From an optimization exercise on the open Yosys and OpenROAD flow, aimed at small area and a short achievable clock period; shortcuts taken in it are not production practice. Only simulation tests tie the RTL to the original design; equivalence was not proved.

==> job 7639 <==
Design instruction_fetch_unit, start of the top module:
module instruction_fetch_unit #(
  parameter int MEM_DEPTH = 64,
  parameter int ADDR_W    = 6
) (
  input  logic              clk,
  input  logic              reset,
  input  logic              Load_En,
  input  logic [31:0]       Load_Data,
  input  logic              Start,
  input  logic              Stall,
  output logic [31:0]       Instruction_Code,
  output logic [ADDR_W-1:0] Instr_Addr,
  output logic              Instr_Valid,
  output logic [ADDR_W:0]   Prog_Len,
  output logic              Load_Full,
  output logic              Done
);
==> module instruction_fetch_unit, before the edit <==
module instruction_fetch_unit #(
  parameter int MEM_DEPTH = 64,
  parameter int ADDR_W    = 6
) (
  input  logic              clk,
  input  logic              reset,
  input  logic              Load_En,
  input  logic [31:0]       Load_Data,
  input  logic              Start,
  input  logic              Stall,
  output logic [31:0]       Instruction_Code,
  output logic [ADDR_W-1:0] Instr_Addr,
  output logic              Instr_Valid,
  output logic [ADDR_W:0]   Prog_Len,
  output logic              Load_Full,
  output logic              Done
);
  typedef enum logic [1:0] {IDLE, RUN, DONE} state_t;
  localparam logic [ADDR_W:0]   LEN_ONE  = (ADDR_W+1)'(1);
  localparam logic [ADDR_W:0]   LEN_FULL = (ADDR_W+1)'(MEM_DEPTH);
  localparam logic [ADDR_W-1:0] ADDR_ONE = ADDR_W'(1);
  logic [31:0]       mem [MEM_DEPTH];
  state_t            state_q, state_d;
  logic [ADDR_W:0]   prog_len_q, prog_len_d;
  logic [31:0]       code_p0, code_d;
  logic [ADDR_W-1:0] addr_p0, addr_d;
  logic              vld_p0, vld_d;
  logic              mem_we;
  logic              at_last;
  logic              full;
  logic [ADDR_W-1:0] addr_inc;
  assign full     = (prog_len_q == LEN_FULL);
  assign addr_inc = addr_p0 + ADDR_ONE;
  assign at_last  = ({1'b0, addr_p0} == (prog_len_q - LEN_ONE));
  always_comb begin
    state_d    = state_q;
    prog_len_d = prog_len_q;
    code_d     = code_p0;
    addr_d     = addr_p0;
    vld_d      = vld_p0;
    mem_we     = 1'b0;
    case (state_q)
      IDLE: begin
        if (Load_En) begin
          if (!full) begin
            mem_we     = 1'b1;
            prog_len_d = prog_len_q + LEN_ONE;
          end
        end else if (Start && (prog_len_q != '0)) begin
          state_d = RUN;
          addr_d  = '0;
          code_d  = mem[0];
          vld_d   = 1'b1;
        end
      end
      RUN: begin
        if (!Stall) begin
          if (at_last) begin
            state_d = DONE;
            code_d  = '0;
            vld_d   = 1'b0;
          end else begin
            addr_d = addr_inc;
            code_d = mem[addr_inc];
          end
        end
      end
      DONE: begin
        if (Start) begin
          state_d = RUN;
          addr_d  = '0;
          code_d  = mem[0];
          vld_d   = 1'b1;
        end
      end
      default: begin
        state_d = IDLE;
        code_d  = '0;
        vld_d   = 1'b0;
      end
    endcase
  end
  always_ff @(posedge clk) begin
    if (reset) begin
      state_q    <= IDLE;
      prog_len_q <= '0;
      code_p0    <= '0;
      addr_p0    <= '0;
      vld_p0     <= 1'b0;
    end else begin
      state_q    <= state_d;
      prog_len_q <= prog_len_d;
      code_p0    <= code_d;
      addr_p0    <= addr_d;
      vld_p0     <= vld_d;
    end
  end
  always_ff @(posedge clk) begin
    if (mem_we && !reset) begin
      mem[prog_len_q[ADDR_W-1:0]] <= Load_Data;
    end
  end
  assign Instruction_Code = code_p0;
  assign Instr_Addr       = addr_p0;
  assign Instr_Valid      = vld_p0;
  assign Prog_Len         = prog_len_q;
  assign Load_Full        = full;
  assign Done             = (state_q == DONE);
endmodule
Settings: LEC_CHECK=0, CAP_MARGIN=20, CORE_MARGIN=2, CORE_UTILIZATION=50, SLEW_MARGIN=20; clock period 5.0 ns.
run.sh (not shown) runs the stock make flow with config.mk's settings and CLKGATE_MAP_FILE= SYNTH_SCRIPT=/design/flow/synth_recipe.tcl, a recipe that flattens the netlist after the stock synthesis.
==> job 163: changes against job 7639 <==
==> flow/design.v (replaced) <==
module instruction_fetch_unit #(
  parameter int MEM_DEPTH = 64,
  parameter int ADDR_W    = 6
) (
  input  logic              clk,
  input  logic              reset,
  input  logic              Load_En,
  input  logic [31:0]       Load_Data,
  input  logic              Start,
  input  logic              Stall,
  output logic [31:0]       Instruction_Code,
  output logic [ADDR_W-1:0] Instr_Addr,
  output logic              Instr_Valid,
  output logic [ADDR_W:0]   Prog_Len,
  output logic              Load_Full,
  output logic              Done
);
  logic              run_q, done_q;
  logic [ADDR_W:0]   len_q;
  logic              nz_q;      
  logic [ADDR_W-1:0] addr_q;
  logic [ADDR_W-1:0] ptr_q;     
  logic              last_q;    
  logic [31:0]       code_q;
  logic [31:0]       mem [MEM_DEPTH];
  logic idle, full, load, start, adv, fin, hold, take;
  assign idle  = !run_q && !done_q;
  assign full  = len_q[ADDR_W];
  assign load  = idle && Load_En && !full;
  assign start = !reset && ((idle && !Load_En && Start && nz_q) || (done_q && Start));
  assign adv   = !reset && run_q && !Stall && !last_q;
  assign fin   = run_q && !Stall && last_q;
  assign hold  = !reset && run_q && Stall;
  assign take  = start || adv;
  logic [MEM_DEPTH-1:0] keep, wr;
  always_comb begin
    for (int i = 0; i < MEM_DEPTH; i++) begin
      keep[i] = (len_q > (ADDR_W+1)'(i));
      wr[i]   = load && (len_q[ADDR_W-1:0] == ADDR_W'(i));
    end
  end
  always_ff @(posedge clk) begin
    for (int i = 0; i < MEM_DEPTH; i++)
      mem[i] <= ({32{keep[i]}} & mem[i]) | ({32{wr[i]}} & Load_Data);
  end
  logic [31:0] rd;
  always_comb begin
    rd = '0;
    for (int i = 0; i < MEM_DEPTH; i++)
      rd = rd | ({32{ptr_q == ADDR_W'(i)}} & mem[i]);
  end
  logic [ADDR_W-1:0] ptr_inc;
  assign ptr_inc = ptr_q + ADDR_W'(1);
  always_ff @(posedge clk) begin
    code_q <= ({32{take}} & rd) | ({32{hold}} & code_q);
    if (reset) begin
      run_q  <= 1'b0;
      done_q <= 1'b0;
      len_q  <= '0;
      nz_q   <= 1'b0;
      addr_q <= '0;
      ptr_q  <= '0;
      last_q <= 1'b0;
    end else begin
      if (load) begin
        len_q <= len_q + (ADDR_W+1)'(1);
        nz_q  <= 1'b1;
      end
      if (start) begin
        run_q  <= 1'b1;
        done_q <= 1'b0;
        addr_q <= '0;
        ptr_q  <= ADDR_W'(1);
        last_q <= (len_q == (ADDR_W+1)'(1));
      end else if (adv) begin
        addr_q <= ptr_q;
        ptr_q  <= ptr_inc;
        last_q <= (({1'b0, ptr_q} + (ADDR_W+1)'(1)) == len_q);
      end else if (fin) begin
        run_q  <= 1'b0;
        done_q <= 1'b1;
        ptr_q  <= '0;
      end
    end
  end
  assign Instruction_Code = code_q;
  assign Instr_Addr       = addr_q;
  assign Instr_Valid      = run_q;
  assign Prog_Len         = len_q;
  assign Load_Full        = full;
  assign Done             = done_q;
endmodule
==> job 3179: changes against job 7639 <==
==> flow/design.v (replaced) <==
module instruction_fetch_unit #(
  parameter int MEM_DEPTH = 64,
  parameter int ADDR_W    = 6
) (
  input  logic              clk,
  input  logic              reset,
  input  logic              Load_En,
  input  logic [31:0]       Load_Data,
  input  logic              Start,
  input  logic              Stall,
  output logic [31:0]       Instruction_Code,
  output logic [ADDR_W-1:0] Instr_Addr,
  output logic              Instr_Valid,
  output logic [ADDR_W:0]   Prog_Len,
  output logic              Load_Full,
  output logic              Done
);
  logic              run_q, done_q;
  logic [ADDR_W:0]   len_q;
  logic              nz_q;      
  logic [ADDR_W-1:0] addr_q;
  logic              last_q;    
  logic              phase_q;   
  logic [31:0]       code_q;
  logic [MEM_DEPTH-1:0][31:0] ring;
  logic idle, full, load, start, adv, fin, hold, take;
  assign idle  = !run_q && !done_q;
  assign full  = len_q[ADDR_W];
  assign load  = idle && Load_En && !full;
  assign start = !reset && ((idle && !Load_En && Start && nz_q) || (done_q && Start));
  assign adv   = !reset && run_q && !Stall && !last_q;
  assign fin   = run_q && !Stall && last_q;
  assign hold  = !reset && run_q && Stall;
  assign take  = start || adv;
  logic [31:0] wdata;
  assign wdata = (idle && Load_En) ? (Load_Data ^ {32{phase_q}}) : ring[0];
  logic [MEM_DEPTH-1:0] wr, sh, hd;
  always_comb begin
    for (int p = 0; p < MEM_DEPTH; p++) begin
      wr[p] = (load && (len_q[ADDR_W-1:0] == ADDR_W'(p))) ||
              (take && (len_q == (ADDR_W+1)'(p + 1)));
      sh[p] = take && (len_q > (ADDR_W+1)'(p + 1));
      hd[p] = !(wr[p] || sh[p]);
    end
  end
  logic [MEM_DEPTH-1:0][31:0] ring_n, ring_d;
  assign ring_n = {32'b0, ring[MEM_DEPTH-1:1]};
  for (genvar g = 0; g < MEM_DEPTH; g++) begin : g_slot
    ifu_slot_gate u_gate (
      .hd(hd[g]), .sh(sh[g]), .wr(wr[g]),
      .q(ring[g]), .n(ring_n[g]), .w(wdata),
      .d(ring_d[g])
    );
  end
  always_ff @(posedge clk) ring <= ring_d;
  always_ff @(posedge clk) begin
    phase_q <= reset ? 1'b0 : !phase_q;
    code_q  <= ({32{take}} & (ring[0] ^ {32{phase_q}})) | ({32{hold}} & code_q);
    if (reset) begin
      run_q  <= 1'b0;
      done_q <= 1'b0;
      len_q  <= '0;
      nz_q   <= 1'b0;
      addr_q <= '0;
      last_q <= 1'b0;
    end else begin
      if (load) begin
        len_q <= len_q + (ADDR_W+1)'(1);
        nz_q  <= 1'b1;
      end
      if (start) begin
        run_q  <= 1'b1;
        done_q <= 1'b0;
        addr_q <= '0;
        last_q <= (len_q == (ADDR_W+1)'(1));
      end else if (adv) begin
        addr_q <= addr_q + ADDR_W'(1);
        last_q <= (({1'b0, addr_q} + (ADDR_W+1)'(2)) == len_q);
      end else if (fin) begin
        run_q  <= 1'b0;
        done_q <= 1'b1;
      end
    end
  end
  assign Instruction_Code = code_q;
  assign Instr_Addr       = addr_q;
  assign Instr_Valid      = run_q;
  assign Prog_Len         = len_q;
  assign Load_Full        = full;
  assign Done             = done_q;
endmodule
module ifu_slot_gate (
  input  logic        hd,
  input  logic        sh,
  input  logic        wr,
  input  logic [31:0] q,
  input  logic [31:0] n,
  input  logic [31:0] w,
  output logic [31:0] d
);
  assign d = ~(({32{hd}} & q) | ({32{sh}} & n) | ({32{wr}} & w));
endmodule
--- a/flow/config.mk
+++ b/flow/config.mk
@@ -7,2 +7,3 @@
 export LEC_CHECK = 0
+export ABC_CLOCK_PERIOD_IN_PS = 2400
 export CAP_MARGIN = 20
@@ -10,2 +11,4 @@
 export CORE_UTILIZATION = 50
+export SETUP_SLACK_MARGIN = 2.6
 export SLEW_MARGIN = 20
+export SYNTH_HIERARCHICAL = 1
==> run summary <==
status=no timing/DRC/antenna violations; Die Wd=396 um; initial antenna violation count=32; Initial DRC Count=10000; Mean Syn Cell Area=11.1 um^2; placed insts=8445; worst endpoint required time=5720 ps; sequential share of cell area=48.4%
-- figures above: job 163

==> run summary <==
status=no timing/DRC/antenna violations; initial antenna violation count=4; met2 GRT Util=50.1%; sequential share of cell area=47.4%; placed insts=7156; Initial DRC Count=18300; worst endpoint required time=5680 ps; mux contribution to synthesized area=0%; Mean Syn Cell Area=13.0 um^2
-- figures above: job 3179

==> run summary <==
status=no timing/DRC/antenna violations; placed insts=5973; Die Wd=406 um; GPL Wtd Cong=0.900; Initial DRC Count=5219; worst endpoint required time=5700 ps; initial antenna violation count=13; met1 GRT Util=39.5%
-- figures above: job 7639

-- static timing again, ports no longer ideal --
The flow's constraints put no driver on any port. The routed layouts listed below were extracted and timed again, unchanged, in two steps. Step 1, drivers: a clkbuf_16 drives clk and a buf_2 each remaining input, both assumed. Step 2 times the ports against the registers' clock, not the clock port: input delays grow and output delays shrink by t, the midpoint of the rising clock arrivals with the driver on. a / b / c = no drivers / after step 1 / after step 2; a / b = the first two.
| run | shift t [ns] | setup slack, ns | worst setup path at the end | latest minus earliest clock arrival (ns) | worst register clock-pin slew, ns |
|---|---|---|---|---|---|
| job 7639 | 0.921 | 1.110 / 1.110 / 1.110 | register to register | 0.041 / 0.040 | 0.07 / 0.07 |
| job 163 | 0.924 | 0.408 / 0.408 / 0.408 | register to register | 0.050 / 0.051 | 0.07 / 0.07 |
| job 3179 | 0.917 | 2.234 / 2.215 / 1.298 | input to register | 0.032 / 0.032 | 0.07 / 0.07 |
After both steps setup and hold are still met in every run listed. The setup slack of job 3179, which loses most, moves by -0.019 ns with the drivers and by -0.936 ns with both steps.
